This design comes from an exercise in tuning for small area on the open sky130 flow, not from production work. No run shown here included a check of the RTL's function; only the layout flow was run. No activity file was given, so power comes from the tool's default toggle rates.

`flow/design.v`:
```
package cam_cfg_pkg;
    typedef enum logic [5-1:0] {
        REG_GLOB      = 0,
        REG_LL        = 1,
        REG_UR        = 2,
        REG_SIZE      = 3,
        REG_FILTER    = 4,
        REG_VSYNC_POL = 5,
        REG_STATUS    = 6    
    } cfg_addr_e;
    typedef logic [16-1:0]       cnt_t;
    typedef logic [8-1:0]     coeff_t;
    typedef logic [4-1:0]     shift_t;
    typedef logic [6-1:0] frdrop_t;
    typedef logic [31:0]                 cfg_word_t;
endpackage
package cam_pix_pkg;
    typedef enum logic [2:0] {
        RGB565 = 3'b000,
        RGB555 = 3'b001,
        RGB444 = 3'b010,
        BYP_LE = 3'b100,    
        BYP_BE = 3'b101
    } pix_format_e;
    typedef logic [8-1:0] pix_byte_t;
    typedef logic [7:0]             chan_t;
    typedef logic [16:0]            filt_t;    
    typedef logic [32-1:0] out_word_t;
endpackage
module cam_if_top (
    input  logic                   s_cam_clk_dft,
    input  logic                   rstn_i,
    input  logic                   cfg_valid_i,
    input  logic                   cfg_rwn_i,
    input  cam_cfg_pkg::cfg_addr_e cfg_addr_i,
    input  cam_cfg_pkg::cfg_word_t cfg_data_i,
    output cam_cfg_pkg::cfg_word_t cfg_data_o,
    output logic                   cfg_ready_o,
    input  cam_pix_pkg::pix_byte_t cam_data_i,
    input  logic                   cam_hsync_i,
    input  logic                   cam_vsync_i,
    output cam_pix_pkg::out_word_t data_o,
    output logic                   data_valid_o,
    input  logic                   data_ready_i,
    output logic                   frame_evt_o
);
    logic [31:0] r_glob;
    logic [31:0] r_ll;
    logic [31:0] r_ur;
    logic [31:0] r_size;
    logic [31:0] r_filter;
    logic        r_vsync_pol;
    logic [2:0]  r_rsel;      
    logic [15:0] r_dcl;       
    logic        s_wr;
    assign s_wr = cfg_valid_i & ~cfg_rwn_i;
    always_ff @(posedge s_cam_clk_dft or negedge rstn_i) begin
        if (!rstn_i) begin
            r_glob      <= '0;
            r_ll        <= '0;
            r_ur        <= '0;
            r_size      <= '0;
            r_filter    <= '0;
            r_vsync_pol <= 1'b0;
        end else if (s_wr) begin
            case (cfg_addr_i)
                5'd0: r_glob      <= cfg_data_i;
                5'd1: r_ll        <= cfg_data_i;
                5'd2: r_ur        <= cfg_data_i;
                5'd3: r_size      <= cfg_data_i;
                5'd4: r_filter    <= cfg_data_i;
                5'd5: r_vsync_pol <= cfg_data_i[0];
                default: ;
            endcase
        end
    end
    always_ff @(posedge s_cam_clk_dft or negedge rstn_i) begin
        if (!rstn_i) begin
            cfg_ready_o <= 1'b0;
            r_rsel      <= 3'd0;
        end else begin
            cfg_ready_o <= cfg_valid_i;
            if (cfg_valid_i && cfg_rwn_i && cfg_addr_i[4:3] == 2'b00 && cfg_addr_i[2:0] != 3'd7)
                r_rsel <= (cfg_addr_i[2:0] == 3'd0) ? 3'd7 : cfg_addr_i[2:0];
            else
                r_rsel <= 3'd0;
        end
    end
    always_comb begin
        case (r_rsel)
            3'd7:    cfg_data_o = r_glob;
            3'd1:    cfg_data_o = r_ll;
            3'd2:    cfg_data_o = r_ur;
            3'd3:    cfg_data_o = r_size;
            3'd4:    cfg_data_o = r_filter;
            3'd5:    cfg_data_o = {31'b0, r_vsync_pol};
            3'd6:    cfg_data_o = {16'b0, r_dcl};
            default: cfg_data_o = '0;
        endcase
    end
    logic        capture_en;
    logic        r_vsync;
    logic        r_cap_d;     
    logic        r_enable;
    logic [5:0]  r_framecnt;
    logic        r_lsb_ph;    
    logic [7:0]  r_data_msb;
    logic [15:0] r_col;
    logic [15:0] r_row;
    logic        s_vsync, s_sof, s_eof, s_second, s_in_window, s_pair_valid, s_flush;
    assign capture_en = r_glob[31];
    assign s_flush    = ~r_cap_d;
    assign s_vsync    = r_vsync_pol ? ~cam_vsync_i : cam_vsync_i;
    assign s_sof      = s_vsync & ~r_vsync;
    assign s_eof      = ~s_vsync & r_vsync;
    assign s_second   = cam_hsync_i & r_enable & r_lsb_ph;
    always_ff @(posedge s_cam_clk_dft or negedge rstn_i) begin
        if (!rstn_i) begin
            r_vsync     <= 1'b0;
            frame_evt_o <= 1'b0;
            r_cap_d     <= 1'b0;
            r_enable    <= 1'b0;
            r_framecnt  <= '0;
            r_lsb_ph    <= 1'b0;
        end else begin
            r_vsync     <= s_vsync;
            frame_evt_o <= s_eof;
            r_cap_d     <= capture_en;
            if (s_sof)
                r_enable <= capture_en;
            else if (!capture_en)
                r_enable <= 1'b0;
            if (!capture_en)
                r_framecnt <= '0;
            else if (s_sof && r_enable) begin
                if (!r_glob[0] || r_framecnt == r_glob[6:1])
                    r_framecnt <= '0;
                else
                    r_framecnt <= r_framecnt + 1'b1;
            end
            r_lsb_ph <= r_enable & cam_hsync_i & ~r_lsb_ph;
        end
    end
    always_ff @(posedge s_cam_clk_dft) begin
        if (cam_hsync_i && r_enable && !r_lsb_ph)
            r_data_msb <= cam_data_i;
    end
    always_ff @(posedge s_cam_clk_dft or negedge rstn_i) begin
        if (!rstn_i) begin
            r_col <= '0;
            r_row <= '0;
        end else if (s_sof || !capture_en) begin
            r_col <= '0;
            r_row <= '0;
        end else if (s_second && r_glob[7]) begin
            if (r_col == r_size[31:16]) begin
                r_col <= '0;
                r_row <= r_row + 1'b1;
            end else begin
                r_col <= r_col + 1'b1;
            end
        end
    end
    assign s_in_window = !r_glob[7] ||
                         (r_row >= r_ll[31:16] && r_row <= r_ur[31:16] &&
                          r_col >= r_ll[15:0]  && r_col <= r_ur[15:0]);
    assign s_pair_valid = s_second && (r_framecnt == '0) && s_in_window;
    logic [14:0] r_px;
    logic        r_rgbv, r_bypv, r_filtv, r_wv;
    logic [7:0]  s_m, s_l;
    logic [1:0]  s_f;
    logic [4:0]  s_r5, s_b5;
    logic [5:0]  s_g6;
    logic [14:0] s_sum;
    logic [16:0] s_full_sum;
    logic [15:0] s_filt_word, s_byp_word, s_wdata;
    logic [3:0]  s_shift;
    assign s_m = r_data_msb;
    assign s_l = r_px[7:0];
    assign s_f = r_px[9:8];
    always_comb begin
        s_r5 = '0;
        s_g6 = '0;
        s_b5 = '0;
        case (s_f)
            2'd0: begin
                s_r5 = s_m[7:3];
                s_g6 = {s_m[2:0], s_l[7:5]};
                s_b5 = s_l[4:0];
            end
            2'd1: begin
                s_r5 = s_m[6:2];
                s_g6 = {s_m[1:0], s_l[7:5], 1'b0};
                s_b5 = s_l[4:0];
            end
            2'd2: begin
                s_r5 = {s_m[3:0], 1'b0};
                s_g6 = {s_l[7:4], 2'b00};
                s_b5 = {s_l[3:0], 1'b0};
            end
            default: ;
        endcase
    end
    assign s_sum = 15'(({10'b0, s_r5} * {7'b0, r_filter[23:16]} +
                        {10'b0, s_b5} * {7'b0, r_filter[7:0]}) << 1) +
                   15'({9'b0, s_g6} * {7'b0, r_filter[15:8]});
    always_ff @(posedge s_cam_clk_dft) begin
        if (s_pair_valid)
            r_px <= {5'b0, r_glob[9:8], cam_data_i};
        else
            r_px <= s_sum;
    end
    always_ff @(posedge s_cam_clk_dft or negedge rstn_i) begin
        if (!rstn_i) begin
            r_rgbv  <= 1'b0;
            r_bypv  <= 1'b0;
            r_filtv <= 1'b0;
            r_wv    <= 1'b0;
        end else begin
            r_rgbv  <= s_pair_valid & ~r_glob[10];
            r_bypv  <= s_pair_valid & r_glob[10];
            r_filtv <= r_rgbv;
            r_wv    <= r_filtv | r_bypv;
        end
    end
    assign s_shift     = r_glob[14:11];
    assign s_full_sum  = {r_px, 2'b00};
    assign s_filt_word = (s_shift > 4'd9) ? s_full_sum[15:0] : 16'(s_full_sum >> s_shift);
    assign s_byp_word  = (s_f == 2'd1) ? {s_l, s_m} : {s_m, s_l};
    assign s_wdata     = r_filtv ? s_filt_word : s_byp_word;
    logic [15:0] mem [4];
    logic [1:0]  r_wr_ptr, r_rd_ptr;
    logic [2:0]  r_count;
    logic        s_full, s_push, s_pop;
    logic [1:0]  s_wr_ptr_n;
    logic [2:0]  s_count_n;
    logic        r_inc_d, r_clr_d;
    assign s_full       = r_count[2];
    assign s_push       = r_wv & ~s_full;
    assign data_valid_o = (r_count != 3'd0);
    assign s_pop        = data_valid_o & data_ready_i;
    assign data_o       = {16'b0, mem[r_rd_ptr]};
    assign s_wr_ptr_n = s_flush ? 2'd0 : r_wr_ptr + {1'b0, s_push};
    assign s_count_n  = s_flush ? 3'd0 : r_count + {2'b0, s_push} - {2'b0, s_pop};
    always_ff @(posedge s_cam_clk_dft or negedge rstn_i) begin
        if (!rstn_i) begin
            r_wr_ptr <= '0;
            r_rd_ptr <= '0;
            r_count  <= '0;
        end else begin
            r_wr_ptr <= s_wr_ptr_n;
            r_count  <= s_count_n;
            if (s_flush)
                r_rd_ptr <= '0;
            else if (s_pop)
                r_rd_ptr <= r_rd_ptr + 1'b1;
        end
    end
    always_ff @(posedge s_cam_clk_dft) begin
        if ((r_filtv | r_bypv) && !s_count_n[2])
            mem[s_wr_ptr_n] <= s_wdata;
    end
    always_ff @(posedge s_cam_clk_dft or negedge rstn_i) begin
        if (!rstn_i) begin
            r_inc_d <= 1'b0;
            r_clr_d <= 1'b0;
            r_dcl   <= '0;
        end else begin
            r_inc_d <= r_wv & s_full;
            r_clr_d <= s_flush;
            if (r_clr_d)
                r_dcl <= '0;
            else if (r_inc_d && r_dcl != 16'hffff)
                r_dcl <= r_dcl + 1'b1;
        end
    end
endmodule
```
`flow/run.sh`:
```
#!/bin/bash
# synth_recipe.tcl (not shown) runs the flow's synth.tcl, then flattens the netlist and writes it again
# the make line also repeats each setting of config.mk as NAME=value (left out here)
make -C /OpenROAD-flow-scripts/flow DESIGN_CONFIG=/design/flow/config.mk WORK_HOME=/design/flow/orfs CLKGATE_MAP_FILE= SYNTH_SCRIPT=/design/flow/synth_recipe.tcl finish
```
`flow/config.mk`:
```
export PLATFORM = sky130hd
export DESIGN_NAME = cam_if_top
export DESIGN_NICKNAME = cam_if_top
export VERILOG_FILES = /design/flow/design.v
export SDC_FILE = /design/flow/constraint.sdc
export NUM_CORES = 4
export LEC_CHECK = 0
export CAP_MARGIN = 20
export CORE_MARGIN = 2
export CORE_UTILIZATION = 40
export SLEW_MARGIN = 20
```
`flow/constraint.sdc`:
```
create_clock -name core_clock -period 8.0 [get_ports {s_cam_clk_dft}]
set_input_delay 1.6000 -clock core_clock [delete_from_list [all_inputs] [get_ports {s_cam_clk_dft}]]
set_output_delay 1.6000 -clock core_clock [all_outputs]
set_load 0.01 [all_outputs]
```
==> impl_metrics.toml, run 1 <==
[power_and_ir_drop]
internal-power_mw = 4.02
pwr_density_cell_nw_per_um2 = 261
switchingPower_mw = 2.35
switching_share_pct = 36.9
leakage_nw = 11.0
pwr-share-comb_pct = 37.8
p_total_mw = 6.37
p_clk_share_pct = 28.8
peakVddDrop_mv = 0.191
seqPwrFrac_pct = 33.4

[synth]
ys_seq_area_share_pct = 39.3
ys_ff_latch = 324
ys.flop_type = "dfrtp_1"
synthesis.area_um2 = 21400
synth_edf_count = 72
syn_area_per_cell_um2 = 10.3
ys_warn_count = 1
postSynth.asyncResetShare_pct = 73.1
synthCells = 2079
synthDistinctLibCells = 77

[worst_setup_path]
crit_required_ps = 8420
crit_top_cell = "fa_1"
path_class = "reg -> reg"
critical_path.slowest_cell = "fa_1"
setup.worst_path.end_class = "flip-flop"
critPathMaxFanout = 6
cp.arrival_ps = 7970
slowest_delay_ps = 550
crit_path_start_kind = "flip-flop"

[run]
drv_cap = 0

[global_route]
grt_overflow = 0
grt_usage_pct = 21.7
grt_pass1_vias = 15956
grt_pass1_wl_mm = 93.9
grt_max_degree = 92
antenna_found_initial = 2

[floorplanning]
dieArea_um2 = 55200
die_y_um = 235
initial_core_util_pct = 40.6
ios = 119
rows = 84
core_area_um2 = 52700
fp.dieW_um = 235

[placed_design]
hpwl_mm = 44.6
post-place-ws_ps = 224
placed_area_um2 = 23100
port_buffers = 102
place_congestion = 0.918

[worst_hold_path]
hold_path.class = "reg -> reg"

[cts]
clock_latency_ps = 570
cts_tree = "done"
cts_root_buf = "clkbuf_16"
h-tree-depth = 2
cts_buffer_depth = 3
clk_pin_slew_ps = 60
cts_sinks = 324
numCtsBuffers = 38
cts_setup_buffers = 0

[timing]
timing.slew.headroom_pct = 24.8
period_share_pct = 94.4
skew_ps = 21.0
timing.final.ws_setup_ps = 449
final_hold_viol_count = 0
setup_tns_ps = 0
worst_pin_slew_ps = 1110
setup_viol = 0
rsz0062_at_grt = "no"
fmax_ghz = 0.132
fin_crit_ps = 7550
slew_viol_final = 0

[cells_and_area]
area_delta_synth_final_pct = 14.5
stdcell_area_um2 = 24500
drive_gt1_share_pct = 12.7
fin_nets = 2439
n_antenna_cell = 0

[route]
vias = 15900
wl_mm = 59.7
final_antenna_net_count = 0
drt-wirelength-per-cell_um = 20.7
post-route-drc-count = 0
first_pass_iters = 5
vias_per_cell = 5.53
first_iter_violations = 1197

[run_status]
status = "timing/DRC/antenna clean"
## worst paths after layout
path,start,endpoint,slack (ps),cells past startpoint
min in group asynchronous,rstn_i,r_glob[29]$_DFFE_PN0P_,1060,1
min,r_rgbv$_DFF_PN0_,r_filtv$_DFF_PN0_,350,0
max reg2reg,r_px[8]$_DFF_P_,r_px[14]$_SDFF_PP0_,450,30
max,r_px[8]$_DFF_P_,r_px[14]$_SDFF_PP0_,450,30
min reg2reg,r_rgbv$_DFF_PN0_,r_filtv$_DFF_PN0_,350,0
max in group asynchronous,rstn_i,r_rsel[1]$_DFF_PN0_,5430,2
## metal layers
layer | global-route usage (%) | part of all wire (%) | up-vias
li1 | - | - | 7389
met1 | 29.7 | 45 | 8000
met2 | 35.9 | 47 | 417
met3 | 2.63 | 4.4 | 94
met4 | 6.62 | 2.7 | 0
met5 | 0 | 0 | -
## critical path, delay by kind of cell, from the launching register on
kind,cells,cell delay [ps]
AO/OA/AOI/OAI,6,1040
XOR/XNOR,2,290
adder cells (fa/ha/maj),8,3700
buffers and inverters,5,380
flip-flops,1,380
AND/OR/NAND/NOR,9,1580
## cell families (layout without fill, tap and decap cells)
logic type | Yosys count | after routing | synth area share, %
simple gates | 584 | 584 | 13.4
compound gates | 387 | 387 | 11.4
flops | 324 | 324 | 39.3
buf+inv | 290 | 385 | 5.43
fa+ha+maj | 227 | 227 | 16.5
mux | 188 | 188 | 10.8
xor+xnor | 78 | 78 | 3.20
other cells | 1 | 16 | 0.0176
## power groups by stage
stage / combinational (mW) / sequential, mW / clock (mW)
after floorplan: 1.74 / 2.03 / 0
after global placement: 2.36 / 2.14 / 0
after detailed placement: 2.39 / 2.14 / 0
after CTS: 2.41 / 2.12 / 1.88
after global routing: 2.71 / 2.14 / 1.95
final: 2.41 / 2.13 / 1.84
## cells in the final DEF (no fill, tap or decap), types with 78 or more instances in the layout
cell type / synthesis / layout
dfrtp_1: 237 / 233
fa_1: 92 / 92
clkdlybuf4s50_1: 0 / 101
nand2_1: 214 / 214
mux2_2: 128 / 128
o21ai_0: 147 / 147
a21oi_1: 79 / 78
nor2_1: 100 / 95
ha_1: 135 / 135
inv_1: 184 / 184
## cell type report
cell class | count | area, µm²
inverter | 185 | 694
sequential | 324 | 8400
timing repair buffer | 131 | 1250
multi-input combinational | 1480 | 11900
clock inverter | 14 | 195
fill | 4876 | 28200
clock buffer | 55 | 1130
tap | 688 | 861
## metrics by stage
| stage | instances | utilization (%) | hold slack (ps) |
|---|---|---|---|
| 4_1_cts | 2877 | 46.4 | 350 |
| 3_3_place_gp | 2808 | 43.9 | 335 |
| 2_1_floorplan | 2094 | - | 331 |
| 3_5_place_dp | 2808 | 43.9 | 337 |
| 5_1_grt | 2877 | 46.4 | 357 |
| 6_report | 2877 | 46.4 | 349 |
## flip-flops by register name, summed over array words and instances (netlist names), 2 cells and up
register / flops
r_rsel: 3
r_ll: 32
mem: 64
r_filter: 32
r_rd_ptr: 2
r_data_msb: 8
r_col: 16
r_wr_ptr: 2
r_glob: 32
r_framecnt: 6
r_size: 32
r_ur: 32
r_row: 16
r_dcl: 16
r_px: 15
r_count: 3
## cells in the mapped netlist, types with 3 or more instances
cell | count | area share (%)
o21bai_1 | 3 | 0.11
o2111ai_1 | 4 | 0.16
o21ai_1 | 8 | 0.19
a21boi_0 | 6 | 0.21
xor2_1 | 47 | 1.9
o21ai_0 | 147 | 3.4
and2_1 | 55 | 1.6
dfxtp_1 | 15 | 1.4
mux2i_1 | 39 | 1.8
buf_1 | 14 | 0.25
nor2_1 | 100 | 1.8
a211oi_1 | 7 | 0.25
edfxtp_1 | 72 | 10
nor2b_1 | 52 | 1.5
nor3_1 | 20 | 0.47
dfrtp_1 | 237 | 28
o311ai_0 | 4 | 0.16
ha_1 | 135 | 7.9
inv_1 | 184 | 3.2
buf_4 | 16 | 0.56
a221o_1 | 5 | 0.23
a21oi_1 | 79 | 1.9
xnor2_1 | 31 | 1.3
a22o_1 | 4 | 0.16
clkbuf_1 | 66 | 1.2
a221oi_1 | 23 | 0.94
and3_1 | 21 | 0.62
nand2_1 | 214 | 3.8
o31ai_1 | 8 | 0.28
nor4_1 | 6 | 0.18
a31oi_1 | 7 | 0.21
or3_1 | 10 | 0.29
nand4_1 | 22 | 0.64
buf_2 | 7 | 0.16
mux2_2 | 128 | 6.8
mux4_2 | 21 | 2.2
a21o_1 | 11 | 0.39
nand3_1 | 44 | 1.0
fa_1 | 92 | 8.6
or4_1 | 3 | 0.11
nand2b_1 | 18 | 0.53
o21a_1 | 6 | 0.21
o211ai_1 | 16 | 0.56
nor4_2 | 4 | 0.23
a22oi_1 | 28 | 0.98
## timing repair
item / CTS / global route
hold buffers: 0 / 0
endpoints found under the setup margin: 0 / 2
gates resized for setup: 0 / 8
==> run 2: changes to the inputs <==
--- a/flow/config.mk
+++ b/flow/config.mk
@@ -8,4 +8,5 @@
 export CAP_MARGIN = 20
 export CORE_MARGIN = 2
 export CORE_UTILIZATION = 40
+export CTS_BUF_LIST = sky130_fd_sc_hd__clkbuf_4
 export SLEW_MARGIN = 20
==> impl_metrics.toml, run 2 <==
[worst_setup_path]
setup.worst_path.end_class = "flip-flop"
path_buf_inv = 5
critPathMaxFanout = 13
critical_path.slowest_cell = "fa_1"
crit_path_start_kind = "flip-flop"
path_class = "reg -> reg"
slowest_delay_ps = 550
crit_required_ps = 8630
r2r_setup_slack_ps = 390
crit_top_cell = "fa_1"
path_delay_family = "adder cells"
cp.arrival_ps = 8240

[cells_and_area]
fin_nets = 2491
largest-register = "mem"
layout_commonest_cell = "dfrtp_1"
final_cells = 2968
drive_gt1_share_pct = 16.0
largest_register_ffs = 64
mostFrequentLayoutCells = "233 x dfrtp_1, 214 x nand2_1, 184 x inv_1"
area_delta_synth_final_pct = 13.7

[power_and_ir_drop]
switchingPower_mw = 2.35
p_clk_share_pct = 24.9
pwr-share-comb_pct = 40.0
seqPwrFrac_pct = 35.1
pwr_density_cell_nw_per_um2 = 249
p_total_mw = 6.05
leakage_nw = 11.0
switching_share_pct = 38.9
internal-power_mw = 3.69
peakVddDrop_mv = 0.193

[cts]
cts_buffer_depth = 3
cts_tree = "done"
h-tree-depth = 3
clk_pin_slew_ps = 70
cts_root_buf = "clkbuf_4"
clock_latency_ps = 840
numCtsBuffers = 89
cts_sinks = 324
cts_setup_buffers = 0

[floorplanning]
ios = 119
rows = 84
die_y_um = 235
initial_core_util_pct = 40.6
fp.dieW_um = 235
dieArea_um2 = 55200
core_area_um2 = 52700

[placed_design]
place_congestion = 0.918
post-place-ws_ps = 224
hpwl_mm = 44.6
port_buffers = 102
place_inst = 2808

[synth]
synth_top_cell_by_area = "dfrtp_1"
yosysMostFrequentCell = "dfrtp_1"
ys_ff_latch = 324
synth.area.top_cells = "dfrtp_1 28%, edfxtp_1 10%, fa_1 8.6%"
synthesis.area_um2 = 21400
ys_seq_area_share_pct = 39.3
synth_commonest_cells = "237 x dfrtp_1, 214 x nand2_1, 184 x inv_1, 147 x o21ai_0, 135 x ha_1"
synth_edf_count = 72
synth_top_area_share_pct = 27.8
synthCells = 2079
syn_area_per_cell_um2 = 10.3
ys_warn_count = 1
synthDistinctLibCells = 77
postSynth.asyncResetShare_pct = 73.1
ys.flop_type = "dfrtp_1"

[route]
wl_mm = 59.9
routed.top_layer = "met4"
met1Wirelength_mm = 26.4
post-route-drc-count = 0
wl_met2_mm = 27.7
vias = 16185
met3_length_mm = 3.37
drt-wirelength-per-cell_um = 20.2
vias_per_cell = 5.45
first_iter_violations = 1217
first_pass_iters = 8
final_antenna_net_count = 0

[timing]
final_hold_viol_count = 0
skew_ps = 71.4
fmax_ghz = 0.131
timing.final.ws_setup_ps = 394
slew_viol_final = 0
period_share_pct = 95.1
fin_crit_ps = 7610
timing.slew.headroom_pct = 24.7
setup_viol = 0
worst_pin_slew_ps = 1120
setup_tns_ps = 0

[global_route]
grt_pass1_vias = 16390
grt_max_degree = 92
grt_overflow = 0
grt_pass1_wl_mm = 94.1
grt_usage_pct = 21.9
antenna_found_initial = 5

[run]
drv_cap = 0

[worst_hold_path]
hold_path.class = "reg -> reg"

[run_status]
status = "timing/DRC/antenna clean"
[run 2: worst paths after layout]
| path | startpoint | to | cells past startpoint |
|---|---|---|---|
| max | r_px[8]$_DFF_P_ | r_px[14]$_SDFF_PP0_ | 29 |
| min | r_rgbv$_DFF_PN0_ | r_filtv$_DFF_PN0_ | 0 |
| max reg2reg | r_px[8]$_DFF_P_ | r_px[14]$_SDFF_PP0_ | 29 |
| min reg2reg | r_rgbv$_DFF_PN0_ | r_filtv$_DFF_PN0_ | 0 |
| max in group asynchronous | rstn_i | r_rsel[1]$_DFF_PN0_ | 2 |
| min in group asynchronous | rstn_i | r_filter[29]$_DFFE_PN0P_ | 1 |
[run 2: worst reg2reg max path: cells and delay by family, from the launching register on]
| family | cells | cell delay [ps] |
|---|---|---|
| AOI/OAI and AO/OA | 6 | 1120 |
| adders and majority gates | 8 | 3720 |
| DFF | 1 | 400 |
| buffers and inverters | 5 | 580 |
| and+or+nand+nor | 8 | 1320 |
| xor gates and xnor gates | 2 | 290 |
[run 2: cell type report]
cell class	count	area, µm²
clock buffers	138	1040
repair buffers	132	1270
diodes	2	5.00
flip-flops and latches	324	8400
multi-input cells	1480	11900
well taps	688	861
fillers	4940	28400
inverters	185	694
clock inverters	19	88.8
[run 2: power groups by stage]
stage                     Combinational (mW)  Sequential, mW  Clock, mW
after detailed placement                2.39            2.14          0
after global routing                    2.71            2.14       1.64
after global placement                  2.36            2.14          0
final                                   2.42            2.12       1.51
after CTS                               2.41            2.11       1.56
after floorplan                         1.74            2.03          0
[run 2: per-layer routing]
layer  track usage (%)  vias up
met5                 0        -
met4              9.59        0
met3              4.12      130
met2              34.9      501
met1              29.0     7999
li1                  -     7555
[run 2: timing repair]
action / 4_1_cts / 5_1_grt
gates resized for setup: 0 / 9
endpoints found under the setup margin: 0 / 3
hold buffers: 0 / 0
[run 2: per-stage QoR]
step	instance area (µm²)	hold WS, ps	utilization (%)
floorplan	21400	331	-
global placement	23100	335	43.9
detailed placement	23100	337	43.9
CTS	24200	352	46.0
global route	24300	360	46.1
finish	24300	350	46.1
[run 2: kinds of logic (layout without fill, tap and decap cells)]
family | after synthesis | after routing | synth area share [%]
flops | 324 | 324 | 39.3
simple gates | 584 | 584 | 13.4
other cells | 1 | 18 | 0.0176
mux | 188 | 188 | 10.8
compound gates | 387 | 387 | 11.4
buf+inv | 290 | 474 | 5.43
xor+xnor | 78 | 78 | 3.20
fa+ha+maj | 227 | 227 | 16.5
==> run 3: changes to the inputs <==
--- a/flow/config.mk
+++ b/flow/config.mk
@@ -7,6 +7,6 @@
 export LEC_CHECK = 0
 export CAP_MARGIN = 20
 export CORE_MARGIN = 2
-export CORE_UTILIZATION = 40
-export CTS_BUF_LIST = sky130_fd_sc_hd__clkbuf_4
+export CORE_UTILIZATION = 60
+export CTS_BUF_LIST = sky130_fd_sc_hd__clkbuf_2 sky130_fd_sc_hd__clkbuf_4 sky130_fd_sc_hd__clkbuf_8
 export SLEW_MARGIN = 20
==> impl_metrics.toml, run 3 <==
[cts]
cts_tree = "done"
cts_setup_buffers = 0
cts_root_buf = "clkbuf_8"
cts_sinks = 324
clock_latency_ps = 680
cts_buffer_depth = 3
numCtsBuffers = 55
clk_pin_slew_ps = 70
cts.repair.resized = 0
h-tree-depth = 2
hold_buffers = 0

[worst_setup_path]
path_class = "reg -> reg"
crit_path_start_kind = "flip-flop"
cp.arrival_ps = 8140
setup.worst_path.end_class = "flip-flop"
critPathMaxFanout = 12
crit_required_ps = 8520
slowest_delay_ps = 540
crit_top_cell = "fa_1"
critical_path.slowest_cell = "fa_1"

[timing]
timing.final.ws_setup_ps = 383
timing.slew.headroom_pct = 33.2
setup_tns_ps = 0
slew_viol_final = 0
fmax_ghz = 0.131
fin_crit_ps = 7620
period_share_pct = 95.2
rsz0062_at_grt = "no"
skew_ps = 61.7
setup_viol = 0
worst_pin_slew_ps = 1000
final_hold_viol_count = 0

[global_route]
antenna_found_initial = 0
grt_overflow = 0
grt_max_degree = 94
grt_usage_pct = 32.4
grt_pass1_vias = 15933
grt_pass1_wl_mm = 90.6

[floorplanning]
initial_core_util_pct = 60.5
die_y_um = 193
ios = 119
dieArea_um2 = 37100
core_area_um2 = 35300
rows = 69
fp.dieW_um = 193

[cells_and_area]
nFillCells = 2824
mostFrequentLayoutCells = "233 x dfrtp_1, 214 x nand2_1, 184 x inv_1"
fin_nets = 2456
drive_gt1_share_pct = 13.7
largest_register_ffs = 64
multi_input_area_um2 = 11900
n_antenna_cell = 0
final_cells = 2677
area_delta_synth_final_pct = 12.1
layout_commonest_cell = "dfrtp_1"
stdcell_area_um2 = 23900
largest-register = "mem"
fin_util_pct = 67.8
ff_latch_area_um2 = 8400

[power_and_ir_drop]
p_clk_share_pct = 24.7
switching_share_pct = 38.6
internal-power_mw = 3.71
pwr-share-comb_pct = 40.0
switchingPower_mw = 2.33
leakage_nw = 10.9
pwr_density_cell_nw_per_um2 = 252
seqPwrFrac_pct = 35.2
peakVddDrop_mv = 0.356

[synth]
ys_seq_area_share_pct = 39.3
synth_edf_count = 72
synth_top_cell_by_area = "dfrtp_1"
ys_ff_latch = 324
postSynth.asyncResetShare_pct = 73.1
ys_warn_count = 1
synth_top_area_share_pct = 27.8
synthesis.area_um2 = 21400
syn_area_per_cell_um2 = 10.3
ys.flop_type = "dfrtp_1"
synth_commonest_cells = "237 x dfrtp_1, 214 x nand2_1, 184 x inv_1, 147 x o21ai_0, 135 x ha_1"
synthCells = 2079
yosysMostFrequentCell = "dfrtp_1"
synthDistinctLibCells = 77
synth.area.top_cells = "dfrtp_1 28%, edfxtp_1 10%, fa_1 8.6%"

[worst_hold_path]
hold_path.class = "reg -> reg"

[placed_design]
place_inst = 2581
port_buffers = 102
place_congestion = 0.912
post-place-ws_ps = 268
hpwl_mm = 42.6
placed_area_um2 = 22800

[run_status]
status = "timing/DRC/antenna clean"

[route]
drt-wirelength-per-cell_um = 21.8
first_pass_iters = 5
vias = 16132
first_iter_violations = 1221
final_antenna_net_count = 0
post-route-drc-count = 0
wl_mm = 58.2
vias_per_cell = 6.03

[run]
drv_cap = 0
## run 3: changes by cell type in the layout (fill, tap and decap cells not counted), sizes merged
cell    before  now
clkbuf     138   81
inv        189  186
diode        2    0
buf         31   30
clkinv      14   13
## run 3: critical path: cells and delay by family (launching register included)
family,cells,cell delay [ps]
AO/OA/AOI/OAI,6,1110
XOR/XNOR,2,300
flip-flops,1,480
adder cells (fa/ha/maj),8,3740
AND/OR/NAND/NOR,8,1230
buffers and inverters,5,570
## run 3: logic make-up after synthesis
logic type | share of synthesized area [%]
flops | 39.3
buf+inv | 5.43
simple gates | 13.4
fa+ha+maj | 16.5
compound gates | 11.4
mux | 10.8
other cells | 0.0176
xor+xnor | 3.20
## run 3: area by class of cell
type	count	area share [%]
clock buffers	81	4.19
repair buffers	131	5.21
multi-input cells	1480	49.8
well taps	461	2.41
inverters	185	2.90
flip-flops and latches	324	35.1
clock inverters	15	0.345
## run 3: power by group through the flow
| stage | logic, mW | clock network [mW] | registers [mW] |
|---|---|---|---|
| floorplan | 1.74 | 0 | 2.03 |
| global placement | 2.36 | 0 | 2.15 |
| detailed placement | 2.40 | 0 | 2.15 |
| CTS | 2.42 | 1.52 | 2.12 |
| global route | 2.71 | 1.59 | 2.14 |
| finish | 2.42 | 1.49 | 2.13 |
## run 3: metrics by stage
stage / hold WS [ps] / total power [mW]
3_5_place_dp: 337 / 4.54
2_1_floorplan: 331 / 3.77
3_3_place_gp: 337 / 4.50
4_1_cts: 345 / 6.06
6_report: 344 / 6.04
5_1_grt: 357 / 6.45
## run 3: worst paths after layout
path / endpoint / from / cells after the start / slack [ps]
hold reg to reg: r_filtv$_DFF_PN0_ / r_rgbv$_DFF_PN0_ / 0 / 340
max in group asynchronous: r_rd_ptr[0]$_DFFE_PN0P_ / rstn_i / 2 / 5630
min in group asynchronous: r_rsel[2]$_DFF_PN0_ / rstn_i / 1 / 910
setup reg to reg: r_px[14]$_SDFF_PP0_ / r_px[9]$_DFF_P_ / 29 / 380
setup / recovery: r_px[14]$_SDFF_PP0_ / r_px[9]$_DFF_P_ / 29 / 380
hold / removal: r_filtv$_DFF_PN0_ / r_rgbv$_DFF_PN0_ / 0 / 340
## run 3: per-layer routing
layer / track usage [%] / up-vias / wire, µm
met3: 4.38 / 104 / 3140
met5: 0 / - / 0
met4: 12.5 / 0 / 2030
met2: 52.3 / 524 / 27800
met1: 44.7 / 8088 / 25300
li1: - / 7416 / -

-- afterwards: timing with drivers on the ports --
How much do the figures lean on ideal ports? The routed layouts below were timed once more, with nothing changed but the port constraints.
Step 1 assumes that a clkbuf_16 drives the clock port and a buf_2 every other input.
Step 2, shift: input delay + t, output delay - t, t = (earliest + latest rising clock arrival at the registers) / 2. This alone moves slack from input paths to output paths.
a / b / c = ideal / step 1 / step 2; a / b = the first two.
run | shift t [ns] | slack for setup (ns) | slew at the worst register clock pin (ns) | worst data-port slew with drivers (ns)
run 1 | 0.618 | 0.449 / 0.449 / 0.449 | 0.06 / 0.06 | 0.06
run 2 | 0.859 | 0.394 / 0.394 / 0.394 | 0.08 / 0.08 | 0.06
run 3 | 0.709 | 0.383 / 0.383 / 0.383 | 0.07 / 0.07 | 0.10
After both steps every run listed still meets setup and hold.
